Context: an optimization exercise on an open-source flow, tuned for small area, a short achievable clock period and few clock cycles. The choices shown serve that exercise and are no tape-out recipe. Where RTL was checked, it was by simulation tests only, not by an equivalence proof against the original. Power is estimated from default activity; no workload was simulated.

==> job 1051: inputs <==
// euclidean_distance_unit
module euclidean_distance_unit
(
    input  logic                              clk,
    input  logic                              rst_n,
    input  logic                              s_axis_tvalid,
    output logic                              s_axis_tready,
    input  logic [edu_pkg::TDATA_IN_W-1:0]    s_axis_tdata,
    input  logic                              s_axis_tlast,
    output logic                              m_axis_tvalid,
    input  logic                              m_axis_tready,
    output logic [edu_pkg::TDATA_OUT_W-1:0]   m_axis_tdata,
    output logic                              m_axis_tuser
);
    localparam int EW    = edu_pkg::ELEM_W;
    localparam int AW    = edu_pkg::ACC_W;
    localparam int LW    = edu_pkg::LO_W;
    localparam int HW    = edu_pkg::HI_W;
    localparam int RW    = edu_pkg::ROOT_W;
    localparam int MW    = edu_pkg::REM_W;
    localparam int FB    = 4;                    
    localparam int KL    = 0;                    
    localparam int BW    = AW - 2 * FB;          
    localparam int RADW  = BW - 2 * KL;          
    localparam int STEPS = RW - FB - KL;         
    localparam int TW    = LW + 2;               
    logic              rdy_reg;
    logic              accept;
    logic [EW:0]       diff;
    logic [EW:0]       da_reg;
    logic              va_reg, lasta_reg;
  ...
Settings: LEC_CHECK=0, CAP_MARGIN=20, CORE_MARGIN=2, CORE_UTILIZATION=60, PLACE_DENSITY=0.75, SETUP_SLACK_MARGIN=4.0, SLEW_MARGIN=20; clock period 8.0 ns.
run.sh (not shown) runs the stock make flow with config.mk's settings and CLKGATE_MAP_FILE= SYNTH_SCRIPT=/design/flow/synth_recipe.tcl, a recipe that flattens the netlist after the stock synthesis.
==> job 6309 (differences from job 1051) <==
--- a/flow/design.v
+++ b/flow/design.v
@@ -519,28 +519,27 @@
     localparam int AW    = edu_pkg::ACC_W;
     localparam int LW    = edu_pkg::LO_W;
     localparam int HW    = edu_pkg::HI_W;
     localparam int RW    = edu_pkg::ROOT_W;
     localparam int MW    = edu_pkg::REM_W;
     localparam int FB    = 4;                    
-    localparam int KL    = 0;                    
     localparam int BW    = AW - 2 * FB;          
-    localparam int RADW  = BW - 2 * KL;          
-    localparam int STEPS = RW - FB - KL;         
+    localparam int RADW  = BW;                   
+    localparam int STEPS = RW - FB;              
     localparam int TW    = LW + 2;               
     logic              rdy_reg;
     logic              accept;
     logic [EW:0]       diff;
     logic [EW:0]       da_reg;
     logic              va_reg, lasta_reg;
     assign accept = s_axis_tvalid && rdy_reg;
     assign diff   = {s_axis_tdata[EW-1], s_axis_tdata[EW-1:0]}
                   - {s_axis_tdata[2*EW-1], s_axis_tdata[2*EW-1:EW]};
     always_ff @(posedge clk)
     begin
-        da_reg    <= diff;
+        da_reg    <= accept ? diff : '0;
         lasta_reg <= s_axis_tlast;
     end
     logic [TW-1:0]     row_s, row_c;
     logic [TW-1:0]     rsb_reg, rcb_reg;
     logic              vb_reg, lastb_reg;
     edu_sq_tree u_sq
@@ -552,50 +551,46 @@
     always_ff @(posedge clk)
     begin
         rsb_reg   <= row_s;
         rcb_reg   <= row_c;
         lastb_reg <= lasta_reg;
     end
-    logic [TW-1:0]     sq;
-    logic [LW:0]       sqq_reg;
-    logic              vq_reg, lastq_reg;
-    assign sq = rsb_reg + rcb_reg;
-    always_ff @(posedge clk)
-    begin
-        sqq_reg   <= vb_reg ? sq[LW:0] : '0;
-        lastq_reg <= lastb_reg;
-    end
     logic [LW-1:0]     lo_reg;
     logic [HW-1:0]     hi_reg;
     logic              cy_reg, ovf_reg;
     logic              first_reg;    
     logic              clr_reg;      
     logic              full_reg;     
-    logic [LW:0]       lo_sum;
+    logic [TW-1:0]     base, cs_s, cs_c, lo_sum;
     logic [HW:0]       hi_inc;
     logic              load;
-    assign lo_sum = {1'b0, clr_reg ? '0 : lo_reg} + sqq_reg;
+    assign base   = clr_reg ? '0 : TW'(lo_reg);
+    assign cs_s   = base ^ rsb_reg ^ rcb_reg;
+    assign cs_c   = {(base[TW-2:0] & rsb_reg[TW-2:0])
+                   | (base[TW-2:0] & rcb_reg[TW-2:0])
+                   | (rsb_reg[TW-2:0] & rcb_reg[TW-2:0]), 1'b0};
+    assign lo_sum = cs_s + cs_c;
     always_comb
     begin
         for (int i = 0; i < HW; i++)
             hi_inc[i] = hi_reg[i] ^ (cy_reg && ((hi_reg & HW'((1 << i) - 1)) == HW'((1 << i) - 1)));
         hi_inc[HW] = cy_reg && (&hi_reg);
     end
     always_ff @(posedge clk)
-        clr_reg <= vb_reg && (vq_reg ? lastq_reg : first_reg);
+        clr_reg <= va_reg && (vb_reg ? lastb_reg : first_reg);
     always_ff @(posedge clk)
     begin
         lo_reg  <= lo_sum[LW-1:0];
         cy_reg  <= lo_sum[LW];
         hi_reg  <= clr_reg ? '0 : hi_inc[HW-1:0];
         ovf_reg <= clr_reg ? 1'b0 : (ovf_reg || hi_inc[HW]);
     end
     logic              busy_reg, valid_reg, sat_reg;
     logic [4:0]        cnt_reg;
     logic [RADW-1:0]   rad_reg;
-    logic [MW-1:0]     rem_reg;
+    logic [MW:0]       rem_reg;      
     logic [RW-1:0]     root_reg;
     logic              free, finish;
     logic              bufv_reg, bsat_reg, move;
     logic [BW-1:0]     bsum_reg;
     logic [FB-1:0]     broot_reg;
     logic [FB:0]       brem_reg;
@@ -619,132 +614,91 @@
             bsum_reg  <= sum_c[BW-1:0];
             broot_reg <= root_t | {FB{sat_c}};
             brem_reg  <= rem_t;
             bsat_reg  <= sat_c;
         end
     end
-    function automatic logic [MW+RW-1:0] root_step
-        (input logic [MW-1:0] rem, input logic [RW-1:0] root,
-         input logic [1:0] bits, input logic force1);
-        logic [MW+1:0] rs, dd;
-        logic          f;
-        rs = {rem, bits};
-        dd = rs - (MW+2)'({root, 2'b01});
-        f  = !dd[MW+1] || force1;
-        root_step = {f ? dd[MW-1:0] : rs[MW-1:0], root[RW-2:0], f};
-    endfunction
-    logic [MW-1:0]     rem_l, rem_n;
-    logic [RW-1:0]     root_l, root_n;
-    for (genvar k = 0; k <= KL; k++)
-    begin : g_ld
-        localparam int J = FB + k;               
-        logic [J-1:0]  root;
-        logic [J:0]    rem;
-        if (k == 0)
-        begin : g_first
-            assign root = broot_reg;
-            assign rem  = brem_reg;
-        end
-        else
-        begin : g_step
-            logic [J+1:0] rs, dd;
-            logic         f;
-            assign rs   = {g_ld[k-1].rem, bsum_reg[BW-1-2*(k-1) -: 2]};
-            assign dd   = rs - (J+2)'({g_ld[k-1].root, 2'b01});
-            assign f    = !dd[J+1] || bsat_reg;
-            assign rem  = f ? dd[J:0] : rs[J:0];
-            assign root = {g_ld[k-1].root, f};
-        end
-    end
-    assign rem_l  = MW'(g_ld[KL].rem);
-    assign root_l = RW'(g_ld[KL].root);
-    always_comb
-        {rem_n, root_n} = root_step(rem_reg, root_reg,
-                                    rad_reg[RADW-1 -: 2], sat_reg);
+    logic [MW:0]       rem_n, step_op;
+    logic [RW-1:0]     root_n;
+    assign step_op = rem_reg[MW] ? {root_reg, 2'b11} : {~root_reg, 2'b11};
+    assign rem_n   = {rem_reg[MW-2:0], rad_reg[RADW-1 -: 2]} + step_op;
+    assign root_n  = {root_reg[RW-2:0], !rem_n[MW] || sat_reg};
     assign free   = (!busy_reg && !valid_reg) || (valid_reg && m_axis_tready);
     assign load   = bufv_reg && free;
     assign finish = busy_reg && (cnt_reg == '0);
     always_ff @(posedge clk)
     begin
         if (load)
         begin
             rad_reg  <= bsum_reg[RADW-1:0];
-            rem_reg  <= rem_l;
-            root_reg <= root_l;
+            rem_reg  <= (MW+1)'(brem_reg);
+            root_reg <= RW'(broot_reg);
             sat_reg  <= bsat_reg;
         end
         else
         begin
             rad_reg  <= {rad_reg[RADW-3:0], 2'b00};
             rem_reg  <= rem_n;
             if (busy_reg)
                 root_reg <= root_n;
         end
     end
+    always_ff @(posedge clk)
+        cnt_reg <= load ? 5'(STEPS - 1) : cnt_reg - 1'b1;
     logic       rdy_next;
-    function automatic logic ready_next(input logic mr, input logic lt);
-        logic       fr, ld, mv, idle;
-        logic [2:0] pend;
-        fr   = (!busy_reg && !valid_reg) || (valid_reg && mr);
-        ld   = bufv_reg && fr;
-        mv   = full_reg && (!bufv_reg || ld);
-        pend = 3'((bufv_reg && !ld) || mv) + 3'(full_reg && !mv)
-             + 3'(vq_reg && lastq_reg) + 3'(vb_reg && lastb_reg)
-             + 3'(va_reg && lasta_reg) + 3'(lt);
-        idle = !ld && !(busy_reg && !finish)
-            && !(finish || (valid_reg && !mr));
-        ready_next = (pend <= 3'd1) || ((pend == 3'd2) && idle);
+    logic [1:0] pend_reg;    
+    logic [1:0] pend_next;
+    function automatic logic [2:0] ctrl_next(input logic mr, input logic lt);
+        logic       ld, idle, rdy;
+        logic [1:0] pend;
+        ld   = bufv_reg && ((!busy_reg && !valid_reg) || (valid_reg && mr));
+        pend = pend_reg + 2'(lt) - 2'(ld);
+        idle = !ld && !busy_reg && !(valid_reg && !mr);
+        rdy  = (pend <= 2'd1) || ((pend == 2'd2) && idle);
+        ctrl_next = {pend, rdy};
     endfunction
     always_comb
     begin
-        logic r00, r01, r10, r11;
-        r00 = ready_next(1'b0, 1'b0);
-        r01 = ready_next(1'b0, 1'b1);
-        r10 = ready_next(1'b1, 1'b0);
-        r11 = ready_next(1'b1, 1'b1);
+        logic [2:0] c00, c01, c10, c11;
+        c00 = ctrl_next(1'b0, 1'b0);
+        c01 = ctrl_next(1'b0, 1'b1);
+        c10 = ctrl_next(1'b1, 1'b0);
+        c11 = ctrl_next(1'b1, 1'b1);
         if (accept && s_axis_tlast)
-            rdy_next = m_axis_tready ? r11 : r01;
+            {pend_next, rdy_next} = m_axis_tready ? c11 : c01;
         else
-            rdy_next = m_axis_tready ? r10 : r00;
+            {pend_next, rdy_next} = m_axis_tready ? c10 : c00;
     end
     always_ff @(posedge clk or negedge rst_n)
     begin
         if (!rst_n)
         begin
             rdy_reg   <= 1'b0;
+            pend_reg  <= '0;
             va_reg    <= 1'b0;
             vb_reg    <= 1'b0;
-            vq_reg    <= 1'b0;
             first_reg <= 1'b1;
             full_reg  <= 1'b0;
             bufv_reg  <= 1'b0;
             busy_reg  <= 1'b0;
             valid_reg <= 1'b0;
-            cnt_reg   <= '0;
         end
         else
         begin
             rdy_reg   <= rdy_next;
+            pend_reg  <= pend_next;
             va_reg    <= accept;
             vb_reg    <= va_reg;
-            vq_reg    <= vb_reg;
-            if (vq_reg)
-                first_reg <= lastq_reg;
-            full_reg  <= (full_reg && !move) || (vq_reg && lastq_reg);
+            if (vb_reg)
+                first_reg <= lastb_reg;
+            full_reg  <= (full_reg && !move) || (vb_reg && lastb_reg);
             bufv_reg  <= (bufv_reg && !load) || move;
             if (load)
-            begin
                 busy_reg <= 1'b1;
-                cnt_reg  <= 5'(STEPS - 1);
-            end
-            else if (busy_reg)
-            begin
-                cnt_reg  <= cnt_reg - 1'b1;
-                if (finish)
-                    busy_reg <= 1'b0;
-            end
+            else if (finish)
+                busy_reg <= 1'b0;
             if (finish)
                 valid_reg <= 1'b1;
             else if (m_axis_tready)
                 valid_reg <= 1'b0;
         end
     end
==> flow/flow/run.sh (new file) <==
#!/bin/bash
# Layout: the standard flow, with the port buffers made as buf_2
# cells instead of the delay buffers buffer_ports picks by itself.
set -euo pipefail
export BUFFER_PORTS_ARGS="-buffer_cell sky130_fd_sc_hd__buf_2"
bash standard.sh > standard.log 2>&1
==> flow/standard.sh (new file) <==
#!/bin/bash
# synth_recipe.tcl (not shown) runs the flow's synth.tcl, then flattens the netlist and writes it again
# the make line also repeats each setting of config.mk as NAME=value (left out here)
make -C /OpenROAD-flow-scripts/flow DESIGN_CONFIG=/design/flow/config.mk WORK_HOME=/design/flow/orfs CLKGATE_MAP_FILE= SYNTH_SCRIPT=/design/flow/synth_recipe.tcl "${@:-finish}"
- CTS_CLUSTER_DIAMETER: not set -> 60
- CTS_CLUSTER_SIZE: not set -> 30
- SETUP_SLACK_MARGIN: 4.0 -> 4.6
removed: flow/run.sh
==> job 7853 (differences from job 1051) <==
- SETUP_SLACK_MARGIN: 4.0 -> 4.6
==> job 8758 (differences from job 1051) <==
--- a/flow/design.v
+++ b/flow/design.v
@@ -534,13 +534,13 @@
     logic              va_reg, lasta_reg;
     assign accept = s_axis_tvalid && rdy_reg;
     assign diff   = {s_axis_tdata[EW-1], s_axis_tdata[EW-1:0]}
                   - {s_axis_tdata[2*EW-1], s_axis_tdata[2*EW-1:EW]};
     always_ff @(posedge clk)
     begin
-        da_reg    <= diff;
+        da_reg    <= accept ? diff : '0;
         lasta_reg <= s_axis_tlast;
     end
     logic [TW-1:0]     row_s, row_c;
     logic [TW-1:0]     rsb_reg, rcb_reg;
     logic              vb_reg, lastb_reg;
     edu_sq_tree u_sq
@@ -552,39 +552,35 @@
     always_ff @(posedge clk)
     begin
         rsb_reg   <= row_s;
         rcb_reg   <= row_c;
         lastb_reg <= lasta_reg;
     end
-    logic [TW-1:0]     sq;
-    logic [LW:0]       sqq_reg;
-    logic              vq_reg, lastq_reg;
-    assign sq = rsb_reg + rcb_reg;
-    always_ff @(posedge clk)
-    begin
-        sqq_reg   <= vb_reg ? sq[LW:0] : '0;
-        lastq_reg <= lastb_reg;
-    end
     logic [LW-1:0]     lo_reg;
     logic [HW-1:0]     hi_reg;
     logic              cy_reg, ovf_reg;
     logic              first_reg;    
     logic              clr_reg;      
     logic              full_reg;     
-    logic [LW:0]       lo_sum;
+    logic [TW-1:0]     base, cs_s, cs_c, lo_sum;
     logic [HW:0]       hi_inc;
     logic              load;
-    assign lo_sum = {1'b0, clr_reg ? '0 : lo_reg} + sqq_reg;
+    assign base   = clr_reg ? '0 : TW'(lo_reg);
+    assign cs_s   = base ^ rsb_reg ^ rcb_reg;
+    assign cs_c   = {(base[TW-2:0] & rsb_reg[TW-2:0])
+                   | (base[TW-2:0] & rcb_reg[TW-2:0])
+                   | (rsb_reg[TW-2:0] & rcb_reg[TW-2:0]), 1'b0};
+    assign lo_sum = cs_s + cs_c;
     always_comb
     begin
         for (int i = 0; i < HW; i++)
             hi_inc[i] = hi_reg[i] ^ (cy_reg && ((hi_reg & HW'((1 << i) - 1)) == HW'((1 << i) - 1)));
         hi_inc[HW] = cy_reg && (&hi_reg);
     end
     always_ff @(posedge clk)
-        clr_reg <= vb_reg && (vq_reg ? lastq_reg : first_reg);
+        clr_reg <= va_reg && (vb_reg ? lastb_reg : first_reg);
     always_ff @(posedge clk)
     begin
         lo_reg  <= lo_sum[LW-1:0];
         cy_reg  <= lo_sum[LW];
         hi_reg  <= clr_reg ? '0 : hi_inc[HW-1:0];
         ovf_reg <= clr_reg ? 1'b0 : (ovf_reg || hi_inc[HW]);
@@ -678,24 +674,20 @@
             rem_reg  <= rem_n;
             if (busy_reg)
                 root_reg <= root_n;
         end
     end
     logic       rdy_next;
+    logic [1:0] pend_reg;    
     function automatic logic ready_next(input logic mr, input logic lt);
-        logic       fr, ld, mv, idle;
-        logic [2:0] pend;
-        fr   = (!busy_reg && !valid_reg) || (valid_reg && mr);
-        ld   = bufv_reg && fr;
-        mv   = full_reg && (!bufv_reg || ld);
-        pend = 3'((bufv_reg && !ld) || mv) + 3'(full_reg && !mv)
-             + 3'(vq_reg && lastq_reg) + 3'(vb_reg && lastb_reg)
-             + 3'(va_reg && lasta_reg) + 3'(lt);
-        idle = !ld && !(busy_reg && !finish)
-            && !(finish || (valid_reg && !mr));
-        ready_next = (pend <= 3'd1) || ((pend == 3'd2) && idle);
+        logic       ld, idle;
+        logic [1:0] pend;
+        ld   = bufv_reg && ((!busy_reg && !valid_reg) || (valid_reg && mr));
+        pend = pend_reg + 2'(lt) - 2'(ld);
+        idle = !ld && !busy_reg && !(valid_reg && !mr);
+        ready_next = (pend <= 2'd1) || ((pend == 2'd2) && idle);
     endfunction
     always_comb
     begin
         logic r00, r01, r10, r11;
         r00 = ready_next(1'b0, 1'b0);
         r01 = ready_next(1'b0, 1'b1);
@@ -708,31 +700,31 @@
     end
     always_ff @(posedge clk or negedge rst_n)
     begin
         if (!rst_n)
         begin
             rdy_reg   <= 1'b0;
+            pend_reg  <= '0;
             va_reg    <= 1'b0;
             vb_reg    <= 1'b0;
-            vq_reg    <= 1'b0;
             first_reg <= 1'b1;
             full_reg  <= 1'b0;
             bufv_reg  <= 1'b0;
             busy_reg  <= 1'b0;
             valid_reg <= 1'b0;
             cnt_reg   <= '0;
         end
         else
         begin
             rdy_reg   <= rdy_next;
+            pend_reg  <= pend_reg + 2'(accept && s_axis_tlast) - 2'(load);
             va_reg    <= accept;
             vb_reg    <= va_reg;
-            vq_reg    <= vb_reg;
-            if (vq_reg)
-                first_reg <= lastq_reg;
-            full_reg  <= (full_reg && !move) || (vq_reg && lastq_reg);
+            if (vb_reg)
+                first_reg <= lastb_reg;
+            full_reg  <= (full_reg && !move) || (vb_reg && lastb_reg);
             bufv_reg  <= (bufv_reg && !load) || move;
             if (load)
             begin
                 busy_reg <= 1'b1;
                 cnt_reg  <= 5'(STEPS - 1);
             end
- SETUP_SLACK_MARGIN: 4.0 -> 4.6
- TNS_END_PERCENT: not set -> 10
==> comparison <==
- Job 8758 went through all stages and came out clean. Job 1051 finished with timing, DRC and antenna clean. Job 6309 finished clean. Job 7853 produced a clean layout.
- Register-to-register slack: job 1051 < job 8758 < job 6309 < job 7853.
- Of job 7853 and job 1051, job 1051 has the higher first-iteration DRC count (gap 5.6%, measured against job 1051).
- Of job 8758 and job 1051, job 1051 has the higher synthesized area (gap 8.7%, measured against job 1051).
- Utilization, highest first: job 8758, job 7853, job 1051, job 6309.
- Combinational power: job 8758 is smaller than job 1051 (21%).
==> figures <==
quantity                                                                    job 8758                 job 6309                 job 1051                 job 7853
Result of the run                                            complete, no violations  complete, no violations  complete, no violations  complete, no violations
Post-placement setup slack                                                   3.15 ns                  4.00 ns                  3.37 ns                  3.44 ns
Fraction of met1 tracks used by global routing                                 29.6%                    30.7%                    35.1%                    35.6%
PnR worst setup slack                                                        4.49 ns                  4.67 ns                  4.08 ns                  4.71 ns
Data required time of the worst path                                         8.49 ns                  8.47 ns                  8.39 ns                  8.40 ns
Ratio of cells with drive above 1 in the final layout                          7.45%                    10.8%                    4.80%                    7.19%
Metal2 WL                                                                   17200 µm                 18900 µm                 19200 µm                 19800 µm
Non-Clock Buffer Count                                                            89                       90                       82                       99
CP Depth                                                                          14                       13                       13                        9
Synthesized-area fraction occupied by and/or/nand/nor cells                    17.2%                    17.8%                    18.9%                    18.9%
Final cell utilization of the core                                             69.4%                    67.7%                    67.7%                    69.2%
Testbench counts of job 8758, summed over its fixed seeds: cycles 22,995.
The RTL of job 1051, job 6309 and job 7853 was laid out without a check of its function.

[static timing again, ports no longer ideal]
No port has a modelled driver above. Below, the same layouts with a new extraction and two added sets of constraints. Step 1 (the two cells are an assumption about what drives the block):
set clk [get_ports {clk}]
set_driving_cell -lib_cell sky130_fd_sc_hd__clkbuf_16 $clk
set_driving_cell -lib_cell sky130_fd_sc_hd__buf_2 [delete_from_list [all_inputs] $clk]
Step 2 times the ports against the registers' clock, not the clock port: input delays grow and output delays shrink by t, the midpoint of the rising clock arrivals with the driver on. Slacks: no drivers / after step 1 / after step 2; pairs: no drivers / after step 1.
run | shift t [ns] | slack for setup (ns) | worst setup path after step 2 | worst slew at a driven data input, ns | pins driven straight from the clock port
job 1051 | 0.564 | 4.077 / 4.102 / 3.538 | input to register | 0.03 | 1
job 6309 | 0.622 | 4.670 / 4.670 / 4.117 | input to register | 0.04 | 1
job 7853 | 0.564 | 4.709 / 4.710 / 4.174 | input to register | 0.03 | 1
job 8758 | 0.593 | 4.487 / 4.487 / 3.933 | input to register | 0.04 | 1
After both steps every run listed still meets setup and hold. For job 8758, which loses most, drivers alone change the setup slack by 0.000 ns; drivers and shift together by -0.554 ns.
